Source: an optimization exercise on an open RTL-to-GDS flow (aim: small area, a short achievable clock period and few clock cycles per item). Production flows keep margins and buffers that such runs may drop.
Function was checked by simulation only, so behaviour that the tests miss may differ from the original.

// arr_multiplier_pipe
module arr_multiplier_pipe #(
  parameter int INPUT_BIT_SIZE = 32,
  parameter int STAGES         = 4
) (
  input  logic                          Clk,
  input  logic                          Reset,
  input  logic                          InValid,
  output logic                          InReady,
  input  logic [INPUT_BIT_SIZE-1:0]     InA,
  input  logic [INPUT_BIT_SIZE-1:0]     InB,
  input  logic                          Signed,
  output logic                          OutValid,
  input  logic                          OutReady,
  output logic [2*INPUT_BIT_SIZE-1:0]   Out
);
For scale: about 2,800 cells after synthesis, ~300 flip-flops, ~140 I/O pins, roughly 31,000 sq um of cells after synthesis.
clock: 24.0 ns
lec_check: 0
abc_area: 1
cap_margin: 20
core_margin: 2
core_utilization: 40
cts_cluster_diameter: 100
cts_cluster_size: 25
slew_margin: 20
synth_hierarchical: 1
synth_minimum_keep_size: 0
standard.sh (not shown) runs the stock make flow with config.mk's settings and CLKGATE_MAP_FILE= SYNTH_SCRIPT=/design/flow/synth_recipe.tcl, a recipe that flattens the netlist after the stock synthesis.
==> flow/flow/run.sh <==
#!/bin/bash
# The standard layout, with two changes to how it is made:
#  - the input and output ports get sky130_fd_sc_hd__buf_2 buffers instead of the
#    buffer the resizer picks on its own (a slow delay cell);
#  - the resizer's timing repair aims for SETUP_SLACK_MARGIN ns of setup slack, so it
#    works on the paths that set the achieved period, not only on violations.
# The clock period, SDC and every other setting are the standard flow's.
set -euo pipefail
export SETUP_SLACK_MARGIN=${SETUP_SLACK_MARGIN_OVERRIDE:-18.2}
export BUFFER_PORTS_ARGS="-buffer_cell sky130_fd_sc_hd__buf_2"
bash standard.sh > standard.log 2>&1
The starting point completed with no timing, DRC or antenna violations.
Testbench counts at the start, summed over its fixed seeds: cycles 12,024, items 12,000.
Rerun with:
--- a/flow/flow/run.sh
+++ b/flow/flow/run.sh
@@ -9 +9 @@
-export SETUP_SLACK_MARGIN=${SETUP_SLACK_MARGIN_OVERRIDE:-18.2}
+export SETUP_SLACK_MARGIN=${SETUP_SLACK_MARGIN_OVERRIDE:-18.0}
CORE_UTILIZATION = 55   (was 40)
PLACE_DENSITY = 0.7   (was default)
After rerunning: The changed run ran to the end with no violations. Wire length falls by a few percent. Final area falls slightly. Core utilization rises by 15 points.
Rerun with:
--- a/flow/flow/run.sh
+++ b/flow/flow/run.sh
@@ -9 +9 @@
-export SETUP_SLACK_MARGIN=${SETUP_SLACK_MARGIN_OVERRIDE:-18.0}
+export SETUP_SLACK_MARGIN=${SETUP_SLACK_MARGIN_OVERRIDE:-18.5}
CORE_UTILIZATION = 40   (was 55)
PLACE_DENSITY = default   (was 0.7)
Result: The changed run passed the timing, design-rule and antenna checks; die area rises by well over a third; setup slack improved by 0.025 ns.
Rerun with:
--- a/flow/flow/run.sh
+++ b/flow/flow/run.sh
@@ -9 +9 @@
-export SETUP_SLACK_MARGIN=${SETUP_SLACK_MARGIN_OVERRIDE:-18.5}
+export SETUP_SLACK_MARGIN=${SETUP_SLACK_MARGIN_OVERRIDE:-18.0}
@@ -10,0 +11 @@
+export CTS_ARGS="-sink_clustering_enable -repair_clock_nets -dont_use_dummy_load -sink_clustering_size 25 -sink_clustering_max_diameter 100"
After rerunning:
- worst setup slack got worse by 0.11 ns
- via count hardly moves
- wire length came out lower by about 2.2%
- synthesized area stays the same
- global-route usage decreases by 0.61 points
- die area does not change
Rerun with:
--- a/flow/flow/run.sh
+++ b/flow/flow/run.sh
@@ -11 +10,0 @@
-export CTS_ARGS="-sink_clustering_enable -repair_clock_nets -dont_use_dummy_load -sink_clustering_size 25 -sink_clustering_max_diameter 100"
Outcome: The changed run completed without violations. Setup slack degrades by 0.0066 ns. Sequential share of layout area is about the same. Wire length is about the same. Clock-buffer cell count grows by 6. Via count is about the same. Clock skew shrinks by 0.028 ns. Synthesized area does not change. Die area does not change.
Rerun with:
--- a/flow/flow/run.sh
+++ b/flow/flow/run.sh
@@ -10,0 +11 @@
+export CTS_ARGS="-sink_clustering_enable -repair_clock_nets -dont_use_dummy_load -sink_clustering_size 30 -sink_clustering_max_diameter 90"
CTS_CLUSTER_DIAMETER = 90   (was 100)
CTS_CLUSTER_SIZE = 30   (was 25)
After rerunning:
- die area stays the same
- worst setup slack got worse by 0.020 ns
- core utilization is lower by 0.13 points
- via count barely changes

* * *

arr_multiplier_pipe, a different RTL version from the one above (not shown whole).
For scale: about 140 I/O pins, ~31,000 um^2 of cells after synthesis.
Design arr_multiplier_pipe, start of the top module:
module arr_multiplier_pipe #(
  parameter int INPUT_BIT_SIZE = 32,
  parameter int STAGES         = 4
) (
  input  logic                          Clk,
  input  logic                          Reset,
  input  logic                          InValid,
  output logic                          InReady,
  input  logic [INPUT_BIT_SIZE-1:0]     InA,
  input  logic [INPUT_BIT_SIZE-1:0]     InB,
  input  logic                          Signed,
  output logic                          OutValid,
  input  logic                          OutReady,
  output logic [2*INPUT_BIT_SIZE-1:0]   Out
);
==> flow/config.mk <==
export PLATFORM = sky130hd
export DESIGN_NAME = arr_multiplier_pipe
export DESIGN_NICKNAME = arr_multiplier_pipe
export VERILOG_FILES = /design/flow/design.v
export SDC_FILE = /design/flow/constraint.sdc
export NUM_CORES = 4
export LEC_CHECK = 0
export ABC_AREA = 1
export CAP_MARGIN = 20
export CORE_MARGIN = 2
export CORE_UTILIZATION = 50
export CTS_CLUSTER_DIAMETER = 100
export CTS_CLUSTER_SIZE = 25
export PLACE_DENSITY = 0.65
export SLEW_MARGIN = 20
export SYNTH_HIERARCHICAL = 1
export SYNTH_MINIMUM_KEEP_SIZE = 0
==> flow/constraint.sdc <==
create_clock -name core_clock -period 24.0 [get_ports {Clk}]
set_input_delay 4.8000 -clock core_clock [delete_from_list [all_inputs] [get_ports {Clk}]]
set_output_delay 4.8000 -clock core_clock [all_outputs]
set_load 0.01 [all_outputs]
==> flow/flow/run.sh <==
#!/bin/bash
# The standard layout (standard.sh), with three changes to how it is made:
#  - the input and output ports get sky130_fd_sc_hd__buf_2 buffers instead of the
#    buffer the resizer picks on its own (a slow delay cell);
#  - the resizer's timing repair aims for SETUP_SLACK_MARGIN ns of setup slack, so it
#    works on the paths that set the achieved period, not only on violations;
#  - clock tree synthesis adds no dummy loads (same clustering as config.mk).
# The clock period, SDC and every other setting are the standard flow's. The make output goes to
# standard.log; each ORFS step keeps its own log under orfs/logs/.
set -euo pipefail
export SETUP_SLACK_MARGIN=18.0
export BUFFER_PORTS_ARGS="-buffer_cell sky130_fd_sc_hd__buf_2"
export CTS_ARGS="-sink_clustering_enable -repair_clock_nets -dont_use_dummy_load -sink_clustering_size 25 -sink_clustering_max_diameter 100"
bash standard.sh > standard.log 2>&1
Testbench counts at the start, summed over its fixed seeds: cycles 12,024, items 12,000.
Change:
Settings changed: CORE_UTILIZATION 50 to 40, PLACE_DENSITY 0.65 to not set.
Result:
- The changed run finished clean
- die area grows by a quarter to a third
- routed wire length grows by a few percent
- fmax shrinks slightly
- global-route usage shrinks by 4.8 points
- worst setup slack loses 97 ps
- non-clock buffer count shrinks by 10
- hold slack is about the same
- first-iteration DRC count shrinks by roughly a tenth
Change:
==> flow/flow/run.sh (replaced) <==
#!/bin/bash
# The standard layout, with two changes to how it is made:
#  - the input and output ports get sky130_fd_sc_hd__buf_2 buffers instead of the
#    buffer the resizer picks on its own (a slow delay cell);
#  - the resizer's timing repair aims for SETUP_SLACK_MARGIN ns of setup slack, so it
#    works on the paths that set the achieved period, not only on violations.
# The clock period, SDC and every other setting are the standard flow's.
set -euo pipefail
export SETUP_SLACK_MARGIN=${SETUP_SLACK_MARGIN_OVERRIDE:-18.0}
export BUFFER_PORTS_ARGS="-buffer_cell sky130_fd_sc_hd__buf_2"
export CTS_ARGS="-sink_clustering_enable -repair_clock_nets -dont_use_dummy_load -sink_clustering_size 25 -sink_clustering_max_diameter 100"
bash standard.sh > standard.log 2>&1
Outcome:
- The new run completed with no timing, DRC or antenna violations
- clock skew does not change
- setup slack does not change
- utilization does not change

## port drivers added, routing unchanged
The results above use ideal ports. As a check the final layouts listed here were re-extracted and re-timed, cells and wires unchanged. Step 1 sets driving cells, clkbuf_16 on the clock port and buf_2 on the other inputs (assumed; they add their load-dependent delay and slew). Step 2, shift: input delay + t, output delay - t, t = (earliest + latest rising clock arrival at the registers) / 2. This alone moves slack from input paths to output paths. Slacks: ideal / step 1 / step 2; pairs: ideal / step 1.
run | shift t [ns] | setup slack, ns | hold WS [ns]
the first run of note 1 | 0.635 | 17.926 / 17.857 / 17.830 | 0.455 / 0.455 / 0.455
the second run of note 1 | 0.603 | 18.024 / 18.005 / 17.874 | 0.456 / 0.456 / 0.456
the third run of note 1 | 0.627 | 18.049 / 17.981 / 18.117 | 0.456 / 0.456 / 0.456
the fourth run of note 1 | 0.615 | 17.937 / 17.871 / 17.661 | 0.451 / 0.451 / 0.451
the fifth run of note 1 | 0.634 | 17.930 / 17.860 / 17.674 | 0.455 / 0.455 / 0.455
the sixth run of note 1 | 0.613 | 17.910 / 17.846 / 17.655 | 0.448 / 0.448 / 0.448
the first run of note 2 | 0.607 | 18.076 / 18.011 / 17.839 | 0.452 / 0.452 / 0.452
the second run of note 2 | 0.627 | 17.979 / 17.913 / 17.670 | 0.450 / 0.450 / 0.450
the third run of note 2 | 0.627 | 17.979 / 17.913 / 17.670 | 0.450 / 0.450 / 0.450
After both steps setup and hold are still met in every run listed.
